Context: an optimization exercise on an open-source flow, tuned for small area. The choices shown serve that exercise and are no tape-out recipe. RTL that was checked went through simulation tests only; none was proved equivalent to the original. Power and IR drop assume default switching activity.

Setup of v6:
==> flow/design.v (excerpt) <==
module game_top #(
    parameter int TROOP_W = 9
) (
    input  logic               clk_100M,
    input  logic               reset,
    input  logic               key_ready,
    input  logic [2:0]         key_data,
    output logic               key_read_fin,
    input  logic               wb_cyc,
    input  logic               wb_stb,
    input  logic               wb_we,
    input  logic [7:0]         wb_adr,
    input  logic [31:0]        wb_dat_i,
    output logic [31:0]        wb_dat_o,
    output logic               wb_ack
);
    localparam int BOARD_W = 10;    
    localparam int POS_W   = 4;     
    localparam int STEP_W  = 12;    
    localparam int GROWTH_PERIOD_LOG2 = 4;
    localparam logic [POS_W-1:0] RED_CROWN_H  = 4'd2;
    localparam logic [POS_W-1:0] RED_CROWN_V  = 4'd3;
    localparam logic [POS_W-1:0] BLUE_CROWN_H = 4'd8;
    localparam logic [POS_W-1:0] BLUE_CROWN_V = 4'd7;
    localparam logic [1:0] NPC  = 2'd0;
    localparam logic [1:0] RED  = 2'd1;
  ...
export LEC_CHECK = 0
export ABC_AREA = 1
export CAP_MARGIN = 20
export CORE_MARGIN = 2
export CORE_UTILIZATION = 60
export GPL_TIMING_DRIVEN = 0
export SLEW_MARGIN = 20
create_clock -name core_clock -period 12.0 [get_ports {clk_100M}]
standard.sh (not shown) runs the stock make flow with config.mk's settings and CLKGATE_MAP_FILE= SYNTH_SCRIPT=/design/flow/synth_recipe.tcl, a recipe that flattens the netlist after the stock synthesis.
==> flow/flow/run.sh <==
#!/bin/bash
# Own layout flow: the standard flow (standard.sh) with two changes:
#  - synthesis: Yosys's abc pass maps the logic with flow/abc_map.script, an
#    area-oriented mapping, instead of ORFS's abc script (registers untouched);
#  - clock tree: clkbuf_8 buffers, larger sink clusters, no dummy loads.
# Each tool's output is in orfs/logs (ORFS) and flow_make.log here.
set -euo pipefail
W=$(pwd)
cat > "$W/own_synth.tcl" <<EOS
# The standard synthesis (synth_recipe.tcl), with abc's script replaced
proc abc {args} {
  set i [lsearch -exact \$args -script]
  if {\$i >= 0} { lset args [expr {\$i + 1}] {$W/flow/abc_map.script} }
  puts "abc with script $W/flow/abc_map.script"
  yosys abc {*}\$args
}
source {$W/synth_recipe.tcl}
EOS
CTS="-sink_clustering_enable -repair_clock_nets -dont_use_dummy_load"
CTS="$CTS -buf_list sky130_fd_sc_hd__clkbuf_8 -sink_clustering_size 16 -sink_clustering_max_diameter 45"
bash "$W/standard.sh" "SYNTH_SCRIPT=$W/own_synth.tcl" "CTS_ARGS=$CTS" finish > "$W/flow_make.log" 2>&1
==> flow/flow/abc_map.script <==
strash
&get -n
&st
&dc2
&dch
&nf -R 1000
&put
The following lists how v7 was set up differently from v6:
-- flow/design.v --
<<< v6, line 116
        every_round = p == CITY || p == CROWN;
    endfunction
    function automatic logic [255:0] piece_table();
        logic [3:0] c;
        piece_table = '0;
        for (int i = 0; i < BOARD_W * BOARD_W; i++) begin
            c = layout_cell(4'(i / BOARD_W), 4'(i % BOARD_W));
            piece_table[2*i +: 2] = c[1:0];
        end
    endfunction
    function automatic logic [127:0] city_table();
        logic [3:0] c;
        city_table = '0;
        for (int i = 0; i < BOARD_W * BOARD_W; i++) begin
            c = layout_cell(4'(i / BOARD_W), 4'(i % BOARD_W));
            city_table[i] = c[1:0] == CITY || c[1:0] == CROWN;
        end
    endfunction
    localparam logic [255:0] PIECE_TAB = piece_table();
    localparam logic [127:0] CITY_TAB  = city_table();
    logic [2:0]         state;
    logic [1:0]         current_player;
>>> v7, line 116
        every_round = p == CITY || p == CROWN;
    endfunction
    function automatic logic [1:0] piece_at(logic [6:0] a);
        logic [3:0] c;
        piece_at = TERRITORY;
        for (int i = 0; i < BOARD_W * BOARD_W; i++) begin
            c = layout_cell(4'(i / BOARD_W), 4'(i % BOARD_W));
            if (a == 7'(i)) piece_at = c[1:0];
        end
    endfunction
    function automatic logic every_round_at(logic [6:0] a);
        logic [1:0] p;
        p = piece_at(a);
        every_round_at = p == CITY || p == CROWN;
    endfunction
    logic [2:0]         state;
    logic [1:0]         current_player;
<<< v6, line 209
    assign need_port = fsm_run && state == IN_ROUND && pending != KEY_NONE;
    assign pidx = defer_q ? hq_idx : (need_port ? tgt_idx : wb_idx);
    logic [TROOP_W-1:0] grp_troop [13];
    logic [1:0]         grp_own   [13];
    always_comb begin
        for (int i = 0; i < 13; i++) begin
>>> v7, line 204
    assign need_port = fsm_run && state == IN_ROUND && pending != KEY_NONE;
    assign pidx = defer_q ? hq_idx : (need_port ? tgt_idx : wb_idx);
    always_comb begin
        for (int i = 0; i < 13; i++) begin
<<< v6, line 223
        raw_own   = NPC;
        for (int g = 0; g < 13; g++) begin
            grp_troop[g] = '0;
            grp_own[g]   = NPC;
            for (int l = 0; l < 8; l++) begin
                if (g * 8 + l < BOARD_W * BOARD_W
                    && PIECE_TAB[2*(g*8+l) +: 2] != MOUNTAIN) begin
                    grp_troop[g] = grp_troop[g]
                                 | ({TROOP_W{plo_sel[l]}} & cell_troop[(g*8+l) / BOARD_W][(g*8+l) % BOARD_W]);
                    grp_own[g]   = grp_own[g]
                                 | ({2{plo_sel[l]}} & cell_own[(g*8+l) / BOARD_W][(g*8+l) % BOARD_W]);
                end
            end
            raw_troop = raw_troop | ({TROOP_W{phi_sel[g]}} & grp_troop[g]);
            raw_own   = raw_own   | ({2{phi_sel[g]}} & grp_own[g]);
        end
    end
>>> v7, line 216
        raw_own   = NPC;
        for (int g = 0; g < 13; g++) begin
            for (int l = 0; l < 8; l++) begin
                if (g * 8 + l < BOARD_W * BOARD_W
                    && piece_at(7'(g * 8 + l)) != MOUNTAIN) begin
                    raw_troop = raw_troop
                              | ({TROOP_W{phi_sel[g] && plo_sel[l]}} & cell_troop[(g*8+l) / BOARD_W][(g*8+l) % BOARD_W]);
                    raw_own   = raw_own
                              | ({2{phi_sel[g] && plo_sel[l]}} & cell_own[(g*8+l) / BOARD_W][(g*8+l) % BOARD_W]);
                end
            end
        end
    end
<<< v6, line 241
    assign port_own = (defer_q && undo_hit_q) ? undo_own_q : raw_own;
    assign port_abs = (port_own == NPC) ? '0
                    : port_rel + (CITY_TAB[pidx] ? g_city : g_terr);
    logic               half;
    logic [TROOP_W-1:0] sent;
>>> v7, line 230
    assign port_own = (defer_q && undo_hit_q) ? undo_own_q : raw_own;
    assign port_abs = (port_own == NPC) ? '0
                    : port_rel + (every_round_at(pidx) ? g_city : g_terr);
    logic               half;
    logic [TROOP_W-1:0] sent;
<<< v6, line 279
    assign move_req   = fsm_run && state == IN_ROUND && cursor_mode != CHOOSE
                        && tgt_ok && !blocked;
    assign dst_new    = own_target ? port_rel + sent
                      : !capture   ? port_rel - sent
                      : tgt_owned  ? sent_2g - port_rel
                      :              sent_g[TROOP_W-1:0];
>>> v7, line 268
    assign move_req   = fsm_run && state == IN_ROUND && cursor_mode != CHOOSE
                        && tgt_ok && !blocked;
    logic [TROOP_W-1:0] r_pm_sent;
    assign r_pm_sent  = port_rel + (own_target ? sent : ~sent) + TROOP_W'(!own_target);
    assign dst_new    = !capture   ? r_pm_sent
                      : tgt_owned  ? sent_2g - port_rel
                      :              sent_g[TROOP_W-1:0];
<<< v6, line 471
        end else if (cell_hit) begin
            rd_data[TROOP_W-1:0] = host_troop;
            rd_data[17:16]       = loaded ? PIECE_TAB[2*wb_idx +: 2] : TERRITORY;
            rd_data[25:24]       = loaded ? port_own : NPC;
        end
>>> v7, line 461
        end else if (cell_hit) begin
            rd_data[TROOP_W-1:0] = host_troop;
            rd_data[17:16]       = loaded ? piece_at(wb_idx) : TERRITORY;
            rd_data[25:24]       = loaded ? port_own : NPC;
        end
[summary]
- v7: all stages done; final checks FAILED (negative setup slack).
- Relative to v6, final critical-path required period has gone up in v7.
- Comparing v7 and v6, distinct cell type count after synthesis is lower on v7.
- Delta (v7 minus v6): number of multi-input combinational cells in the layout picked up an extra 82; period utilization +3.4 points; combinational share of power shows an increase of 0.8 points; global-route usage picked up an extra 11 points.
- Diff v7 and v6: design area higher in v7
Only the layout flow was run in v7; the RTL was not checked for function there.

port drivers added, routing unchanged:
The flow's constraints put no driver on any port. The routed layouts listed below were extracted and timed again, unchanged, in two steps.
Step 1 (the two cells are an assumption about what drives the block):
set clk [get_ports {clk_100M}]
set_driving_cell -lib_cell sky130_fd_sc_hd__clkbuf_16 $clk
set_driving_cell -lib_cell sky130_fd_sc_hd__buf_2 [delete_from_list [all_inputs] $clk]
Step 2 times the ports against the registers' clock, not the clock port: input delays grow and output delays shrink by t, the midpoint of the rising clock arrivals with the driver on.
Three values: ideal, step 1, step 2; two values: the first two.
run	t (ns)	slack for setup (ns)	clock arrival spread, ns	worst register clock-pin slew, ns	worst data-port slew with drivers (ns)
v6	0.785	0.253 / 0.233 / 0.233	0.121 / 0.121	0.10 / 0.10	0.04
v7	0.830	-0.155 / -0.179 / -0.906	0.154 / 0.153	0.10 / 0.10	0.04
For v7, which loses most, drivers alone change the setup slack by -0.024 ns; drivers and shift together by -0.751 ns.
